Background: an optimization exercise with open tools, aiming at small area, a short achievable clock period and few clock cycles per item. Do not read the settings as production practice. RTL that was checked went through simulation tests only; none was proved equivalent to the original.

==> trial 97: inputs <==
==> flow/design.v (excerpt) <==
module aes128_enc (
	input  wire                      clock_clk_i,
	input  wire                      arst_n_i,
	input  wire                      in_req_i,
	output logic                     in_ack_o,
	input  wire aes_pkg::aes_block_u plaintext_i,
	input  wire aes_pkg::aes_block_u key_i,
	output logic                     out_req_o,
	input  wire                      out_ack_i,
	output aes_pkg::aes_block_u      ciphertext_o
);
==> module aes_mux2v, before the edit <==
module aes_mux2v #(
	parameter int W = 8
) (
	input  wire         s,
	input  wire [W-1:0] a,
	input  wire [W-1:0] b,
	output wire [W-1:0] y
);
	assign y = s ? b : a;
endmodule
==> module aes128_enc, before the edit <==
module aes128_enc (
	input  wire                      clock_clk_i,
	input  wire                      arst_n_i,
	input  wire                      in_req_i,
	output logic                     in_ack_o,
	input  wire aes_pkg::aes_block_u plaintext_i,
	input  wire aes_pkg::aes_block_u key_i,
	output logic                     out_req_o,
	input  wire                      out_ack_i,
	output aes_pkg::aes_block_u      ciphertext_o
);
	logic ack_q;
	logic                a_valid_q;
	logic                a_parked_q;
	logic                a_first_q;
	aes_pkg::aes_byte_t  a_rcon_q;
	aes_pkg::aes_block_u a_state_q;
	aes_pkg::aes_block_u a_key_q;
	logic                b_valid_q;
	logic                b_parked_q;
	logic                b_first_q;
	aes_pkg::aes_byte_t  b_rcon_q;
	logic [16*16-1:0]    b_mid_q;
	aes_pkg::aes_block_u b_key_q;
	logic [4*12-1:0]     b_kmid_q;
	logic                capture_q;
	logic                deliver_q;
	logic                park_q;
	logic                out_full_q;
	logic                out_req_q;
	aes_pkg::aes_block_u ct_q;
	logic [16*16-1:0]    mid;
	logic [4*12-1:0]     kmid;
	aes_pkg::aes_block_u sub_state;
	aes_pkg::aes_word_t  key_sub;
	aes_pkg::aes_block_u round_key;
	aes_pkg::aes_block_u mix_state;
	aes_pkg::aes_block_u final_out;
	aes_pkg::aes_block_u mix_kept;
	aes_pkg::aes_block_u whitened;
	aes_pkg::aes_block_u add_key;
	aes_pkg::aes_block_u state_next;
	aes_pkg::aes_block_u park_val;
	aes_pkg::aes_block_u ct_next;
	logic other_parked;
	logic out_full_next;
	logic n_done;
	logic n_deliver;
	logic n_park;
	logic n_capture;
	assign other_parked = a_valid_q && a_parked_q;
	assign out_full_next = deliver_q || (out_full_q && (out_req_q || out_ack_i));
	assign n_done = a_valid_q && (a_parked_q || a_rcon_q == 8'h36);
	assign n_deliver = n_done && !out_full_next && (!park_q || (a_parked_q && a_first_q));
	assign n_park = n_done && !n_deliver;
	assign n_capture = in_req_i && !ack_q && !capture_q && (!a_valid_q || n_deliver);
	for (genvar i = 0; i < 16; i++) begin : g_sbox
		aes_sbox_a sbox_i (
			.byte_i(a_state_q[127-8*i -: 8]),
			.mid_o (mid[16*i +: 16])
		);
	end
	for (genvar i = 0; i < 4; i++) begin : g_ksbox
		aes_sbox_ak sbox_i (
			.byte_i(a_key_q[127-8*(12 + (i + 1) % 4) -: 8]),
			.mid_o (kmid[12*i +: 12])
		);
	end
	for (genvar i = 0; i < 16; i++) begin : g_sbox_out
		aes_sbox_b sbox_i (
			.mid_i (b_mid_q[16*i +: 16]),
			.byte_o(sub_state[127-8*i -: 8])
		);
	end
	for (genvar i = 0; i < 4; i++) begin : g_ksbox_out
		aes_sbox_bk sbox_i (
			.mid_i ({b_kmid_q[12*i +: 12], b_key_q[127-8*(12 + (i + 1) % 4) -: 8]}),
			.byte_o(key_sub[31-8*i -: 8])
		);
	end
	aes_key_expander key_expander_i (
		.key_i (b_key_q),
		.rcon_i(b_rcon_q),
		.sub_i (key_sub),
		.key_o (round_key)
	);
	aes_round round_i (
		.sub_i      (sub_state),
		.round_key_i(round_key),
		.state_o    (mix_state),
		.final_o    (final_out)
	);
	aes_andnv #(.W(128)) mix_kept_i (.a(mix_state), .s(capture_q), .y(mix_kept));
	aes_xorv #(.W(128)) whiten_i (.a(plaintext_i), .b(key_i), .y(whitened));
	assign add_key = capture_q ? whitened : round_key;
	aes_xorv #(.W(128)) ark_i (.a(mix_kept), .b(add_key), .y(state_next));
	assign park_val = b_parked_q ? b_key_q : final_out;
	aes_mux2v #(.W(128)) ct_next_i (.s(deliver_q), .a(ct_q), .b(park_val), .y(ct_next));
	always_ff @(posedge clock_clk_i or negedge arst_n_i) begin
		if (!arst_n_i) begin
			ack_q <= 1'b0;
			a_valid_q <= 1'b0;
			a_parked_q <= 1'b0;
			a_first_q <= 1'b0;
			b_valid_q <= 1'b0;
			b_parked_q <= 1'b0;
			b_first_q <= 1'b0;
			capture_q <= 1'b0;
			deliver_q <= 1'b0;
			park_q <= 1'b0;
			out_full_q <= 1'b0;
			out_req_q <= 1'b0;
		end else begin
			if (capture_q) begin
				ack_q <= 1'b1;
			end else if (!in_req_i) begin
				ack_q <= 1'b0;
			end
			a_valid_q <= capture_q || (b_valid_q && !deliver_q);
			a_parked_q <= park_q;
			a_first_q <= park_q && (b_first_q || !other_parked);
			b_valid_q <= a_valid_q;
			b_parked_q <= a_parked_q;
			b_first_q <= a_first_q;
			capture_q <= n_capture;
			deliver_q <= n_deliver;
			park_q <= n_park;
			if (deliver_q) begin
				out_req_q <= 1'b1;
			end else if (out_ack_i) begin
				out_req_q <= 1'b0;
			end
			out_full_q <= out_full_next;
		end
	end
	always_ff @(posedge clock_clk_i) begin
		a_state_q <= state_next;
		if (capture_q) begin
			a_key_q <= key_i;
			a_rcon_q <= 8'h01;
		end else begin
			if (park_q) begin
				a_key_q <= park_val;
			end else begin
				a_key_q <= round_key;
			end
			a_rcon_q <= aes_pkg::aes_xtime(b_rcon_q);
		end
		b_mid_q <= mid;
		b_key_q <= a_key_q;
		b_kmid_q <= kmid;
		b_rcon_q <= a_rcon_q;
		ct_q <= ct_next;
	end
	assign in_ack_o = ack_q;
	assign out_req_o = out_req_q;
	assign ciphertext_o = ct_q;
endmodule
Settings: LEC_CHECK=0, CAP_MARGIN=20, CORE_MARGIN=2, CORE_UTILIZATION=40, SLEW_MARGIN=20, SYNTH_HIERARCHICAL=1; clock period 10.0 ns.
standard.sh (not shown) runs the stock make flow with config.mk's settings and CLKGATE_MAP_FILE= SYNTH_SCRIPT=/design/flow/synth_recipe.tcl, a recipe that flattens the netlist after the stock synthesis.
==> flow/flow/run.sh <==
#!/bin/bash
# Standard layout (the standard.sh, unchanged synthesis) with the
# resizer asked for more setup margin than the 10 ns clock needs, so that it
# sizes up the slow XOR chains, and plain buffers on the ports; the clock
# period and constraints are the standard flow's.
cp standard.sh standard_sh.log
export SETUP_SLACK_MARGIN=6.65
export BUFFER_PORTS_ARGS="-buffer_cell sky130_fd_sc_hd__buf_2"
bash standard.sh > standard.log 2>&1
==> build 84 (differences from trial 97) <==
--- a/flow/design.v
+++ b/flow/design.v
@@ -407,12 +407,2 @@
 endmodule
-module aes_mux2v #(
-	parameter int W = 8
-) (
-	input  wire         s,
-	input  wire [W-1:0] a,
-	input  wire [W-1:0] b,
-	output wire [W-1:0] y
-);
-	assign y = s ? b : a;
-endmodule
 module aes_xtime (
@@ -530,4 +520,2 @@
 	aes_pkg::aes_block_u state_next;
-	aes_pkg::aes_block_u park_val;
-	aes_pkg::aes_block_u ct_next;
 	logic other_parked;
@@ -584,4 +572,2 @@
 	aes_xorv #(.W(128)) ark_i (.a(mix_kept), .b(add_key), .y(state_next));
-	assign park_val = b_parked_q ? b_key_q : final_out;
-	aes_mux2v #(.W(128)) ct_next_i (.s(deliver_q), .a(ct_q), .b(park_val), .y(ct_next));
 	always_ff @(posedge clock_clk_i or negedge arst_n_i) begin
@@ -630,3 +616,3 @@
 			if (park_q) begin
-				a_key_q <= park_val;
+				a_key_q <= b_parked_q ? b_key_q : final_out;
 			end else begin
@@ -640,3 +626,5 @@
 		b_rcon_q <= a_rcon_q;
-		ct_q <= ct_next;
+		if (deliver_q) begin
+			ct_q <= b_parked_q ? b_key_q : final_out;
+		end
 	end
--- a/flow/flow/run.sh
+++ b/flow/flow/run.sh
@@ -6,3 +6,3 @@
 cp standard.sh standard_sh.log
-export SETUP_SLACK_MARGIN=6.65
+export SETUP_SLACK_MARGIN=6.6
 export BUFFER_PORTS_ARGS="-buffer_cell sky130_fd_sc_hd__buf_2"
==> build 19 (differences from trial 97) <==
--- a/flow/design.v
+++ b/flow/design.v
@@ -407,12 +407,2 @@
 endmodule
-module aes_mux2v #(
-	parameter int W = 8
-) (
-	input  wire         s,
-	input  wire [W-1:0] a,
-	input  wire [W-1:0] b,
-	output wire [W-1:0] y
-);
-	assign y = s ? b : a;
-endmodule
 module aes_xtime (
@@ -530,4 +520,2 @@
 	aes_pkg::aes_block_u state_next;
-	aes_pkg::aes_block_u park_val;
-	aes_pkg::aes_block_u ct_next;
 	logic other_parked;
@@ -584,4 +572,2 @@
 	aes_xorv #(.W(128)) ark_i (.a(mix_kept), .b(add_key), .y(state_next));
-	assign park_val = b_parked_q ? b_key_q : final_out;
-	aes_mux2v #(.W(128)) ct_next_i (.s(deliver_q), .a(ct_q), .b(park_val), .y(ct_next));
 	always_ff @(posedge clock_clk_i or negedge arst_n_i) begin
@@ -630,3 +616,3 @@
 			if (park_q) begin
-				a_key_q <= park_val;
+				a_key_q <= b_parked_q ? b_key_q : final_out;
 			end else begin
@@ -640,3 +626,5 @@
 		b_rcon_q <= a_rcon_q;
-		ct_q <= ct_next;
+		if (deliver_q) begin
+			ct_q <= b_parked_q ? b_key_q : final_out;
+		end
 	end
--- a/flow/flow/run.sh
+++ b/flow/flow/run.sh
@@ -6,3 +6,3 @@
 cp standard.sh standard_sh.log
-export SETUP_SLACK_MARGIN=6.65
+export SETUP_SLACK_MARGIN=6.5
 export BUFFER_PORTS_ARGS="-buffer_cell sky130_fd_sc_hd__buf_2"
Settings changed: CTS_CLUSTER_DIAMETER set to 60, CTS_CLUSTER_SIZE set to 20.
==> impl_metrics.py <==
metrics = {
    "global_route": {
        "grt_pass1_vias": 39000,
        "use_met1_pct": 31.6,
        "grt_start_max_net_pins": 105,
    },
    "timing": {
        "holdWs_ns": 0.322,
        "fin_crit_sh_pct": 34.3,
    },
    "routing": {
        "routedWlPerCell_um": 22.4,
        "detailroute.via_count": 39100,
        "finalWirelength_mm": 188,
        "detail-route-antenna-nets": 1,
    },
    "critical_path": {
        "worst-path-max-fanout": 6,
        "path_common_cell": "xor2_1",
    },
    "die": {
        "die_w_um": 393,
    },
    "final_layout": {
        "buf_share_pct": 4.98,
        "multi_input_area_mm2": 0.0424,
    },
    "status": {
        "so_faults": "antenna rules",
        "status": "failed layout checks",
    },
}
That was trial 97.
==> impl_metrics.py <==
metrics = {
    "timing": {
        "holdWs_ns": 0.319,
        "fin_crit_sh_pct": 35.2,
    },
    "critical_path": {
        "worst-path-max-fanout": 1,
    },
    "die": {
        "die_w_um": 392,
    },
    "global_route": {
        "grt_pass1_vias": 37900,
        "grt_start_max_net_pins": 180,
        "use_met1_pct": 31.9,
    },
    "routing": {
        "routedWlPerCell_um": 23.0,
        "detail-route-antenna-nets": 0,
        "finalWirelength_mm": 188,
        "detailroute.via_count": 38200,
    },
    "status": {
        "status": "timing/DRC/antenna clean",
    },
    "final_layout": {
        "multi_input_area_mm2": 0.0404,
    },
}
That was build 84.
==> impl_metrics.py <==
metrics = {
    "status": {
        "status": "timing/DRC/antenna clean",
    },
    "die": {
        "die_w_um": 392,
    },
    "routing": {
        "detail-route-antenna-nets": 0,
        "finalWirelength_mm": 186,
        "detailroute.via_count": 38000,
    },
    "global_route": {
        "grt_start_max_net_pins": 180,
        "grt_pass1_vias": 37700,
    },
    "critical_path": {
        "worst-path-max-fanout": 1,
    },
    "final_layout": {
        "buf_share_pct": 3.91,
    },
}
That was build 19.
Testbench counts of build 84, summed over its fixed seeds: cycles 3,880, items 384.
Testbench counts of build 19, summed over its fixed seeds: cycles 3,880, items 384.
The RTL of trial 97 was laid out without a check of its function.

==> 04-22 <==
aes128_enc, a different RTL version from the one above (not shown whole).
==> flow/config.mk <==
export PLATFORM = sky130hd
export DESIGN_NAME = aes128_enc
export DESIGN_NICKNAME = aes128_enc
export VERILOG_FILES = /design/flow/design.v
export SDC_FILE = /design/flow/constraint.sdc
export NUM_CORES = 4
export LEC_CHECK = 0
export CAP_MARGIN = 20
export CORE_MARGIN = 2
export CORE_UTILIZATION = 40
export PLACE_DENSITY = 0.75
export SLEW_MARGIN = 20
export SYNTH_HIERARCHICAL = 1
==> flow/constraint.sdc <==
create_clock -name core_clock -period 10.0 [get_ports {clock_clk_i}]
set_input_delay 2.0000 -clock core_clock [delete_from_list [all_inputs] [get_ports {clock_clk_i}]]
set_output_delay 2.0000 -clock core_clock [all_outputs]
set_load 0.01 [all_outputs]
==> flow/flow/run.sh <==
#!/bin/bash
# Standard layout (the standard.sh, unchanged synthesis) with the
# resizer asked for more setup margin than the 10 ns clock needs, so that it
# sizes up the slow XOR chains, and plain buffers on the ports; the clock
# period and constraints are the standard flow's.
cp standard.sh standard_sh.log
export SETUP_SLACK_MARGIN=6.5
export BUFFER_PORTS_ARGS="-buffer_cell sky130_fd_sc_hd__buf_2"
bash standard.sh > standard.log 2>&1
==> 06-21: changes against 04-22 <==
--- a/flow/flow/run.sh
+++ b/flow/flow/run.sh
@@ -4,6 +4,6 @@
 # sizes up the slow XOR chains, and plain buffers on the ports; the clock
 # period and constraints are the standard flow's.
 cp standard.sh standard_sh.log
-export SETUP_SLACK_MARGIN=6.5
+export SETUP_SLACK_MARGIN=6.6
 export BUFFER_PORTS_ARGS="-buffer_cell sky130_fd_sc_hd__buf_2"
 bash standard.sh > standard.log 2>&1
PLACE_DENSITY = not set   (was 0.75)
==> 09-05: changes against 04-22 <==
--- a/flow/flow/run.sh
+++ b/flow/flow/run.sh
@@ -4,6 +4,6 @@
 # sizes up the slow XOR chains, and plain buffers on the ports; the clock
 # period and constraints are the standard flow's.
 cp standard.sh standard_sh.log
-export SETUP_SLACK_MARGIN=6.5
+export SETUP_SLACK_MARGIN=6.8
 export BUFFER_PORTS_ARGS="-buffer_cell sky130_fd_sc_hd__buf_2"
 bash standard.sh > standard.log 2>&1
PLACE_DENSITY = not set   (was 0.75)
==> comparison table <==
Outcome: 09-05 finished clean; 04-22 finished clean; 06-21 finished clean
Final Hold Slack: 09-05 308 ps; 04-22 317 ps; 06-21 310 ps
DRC violation total after the first TritonRoute iteration: 09-05 2756; 04-22 2903; 06-21 2677
Arr. time, crit path: 09-05 1490 ps; 04-22 4150 ps; 06-21 1490 ps
Number of instances resized during post-cts repair: 09-05 412; 04-22 86; 06-21 172
Number of fill cells in the layout: 09-05 13600; 04-22 14100; 06-21 14200
Transition time at the pin with the least slew margin: 09-05 1200 ps; 04-22 1220 ps; 06-21 1180 ps
Setup crit end kind: 09-05 primary output; 04-22 register; 06-21 primary output
Final setup slack of the worst path: 09-05 6510 ps; 04-22 6430 ps; 06-21 6510 ps
Launch point of the critical path: 09-05 ct_q[21]$_DFFE_PP_; 04-22 b_key_q[7]$_DFF_P_; 06-21 ct_q[21]$_DFFE_PP_
Buffer count excluding the clock tree in the final layout: 09-05 769; 04-22 459; 06-21 530
Max_slew headroom: 09-05 0.195; 04-22 0.184; 06-21 0.206
Worst setup timing slack at the placement stage: 09-05 6090 ps; 04-22 5920 ps; 06-21 6090 ps
Top layer used by detailed routing: 09-05 met5; 04-22 met5; 06-21 met4
Clock period minus final worst setup slack: 09-05 3490 ps; 04-22 3570 ps; 06-21 3490 ps
Worst reg-to-reg path cell count: 09-05 12; 04-22 11; 06-21 11
Number of global-route vias before repair: 09-05 39700; 04-22 39400; 06-21 38900
Final standard cell utilization of the core: 09-05 0.489; 04-22 0.443; 06-21 0.454
Placed cell count: 09-05 7974; 04-22 7953; 06-21 7974
Total number of nets in the final design: 09-05 6626; 04-22 6317; 06-21 6387
Grt met1 use: 09-05 0.320; 04-22 0.309; 06-21 0.319
GR Util All Layers: 09-05 0.237; 04-22 0.234; 06-21 0.234
CP bufs+invs: 09-05 1; 04-22 0; 06-21 1
Testbench counts of 04-22, summed over its fixed seeds: cycles 3,880, items 384.
Testbench counts of 06-21, summed over its fixed seeds: cycles 3,880, items 384.
Testbench counts of 09-05, summed over its fixed seeds: cycles 3,880, items 384.

static timing again, ports no longer ideal:
No port has a modelled driver above. Below, the same layouts with a new extraction and two added sets of constraints.
Step 1 assumes that a clkbuf_16 drives the clock port and a buf_2 every other input.
Step 2 also shifts input and output timing later by t, the mid clock arrival at the registers, as if the neighbouring blocks saw the same clock.
Slacks: ideal ports / drivers / drivers and shift; pairs: ideal ports / drivers.
| run | t (ns) | slack for setup (ns) | hold WS [ns] | worst slew at a driven data input, ns |
|---|---|---|---|---|
| trial 97 | 0.790 | 6.572 / 6.572 / 6.328 | 0.322 / 0.322 / 0.322 | 0.16 |
| build 84 | 0.798 | 6.484 / 6.395 / 6.445 | 0.319 / 0.319 / 0.319 | 0.04 |
| build 19 | 0.791 | 6.501 / 6.415 / 6.269 | 0.309 / 0.309 / 0.309 | 0.04 |
| 04-22 | 0.791 | 6.428 / 6.419 / 6.428 | 0.317 / 0.317 / 0.317 | 0.08 |
| 06-21 | 0.796 | 6.513 / 6.429 / 6.472 | 0.310 / 0.310 / 0.310 | 0.06 |
| 09-05 | 0.796 | 6.507 / 6.424 / 6.491 | 0.308 / 0.308 / 0.308 | 0.06 |
For trial 97, which loses most, drivers alone change the setup slack by 0.000 ns; drivers and shift together by -0.244 ns.
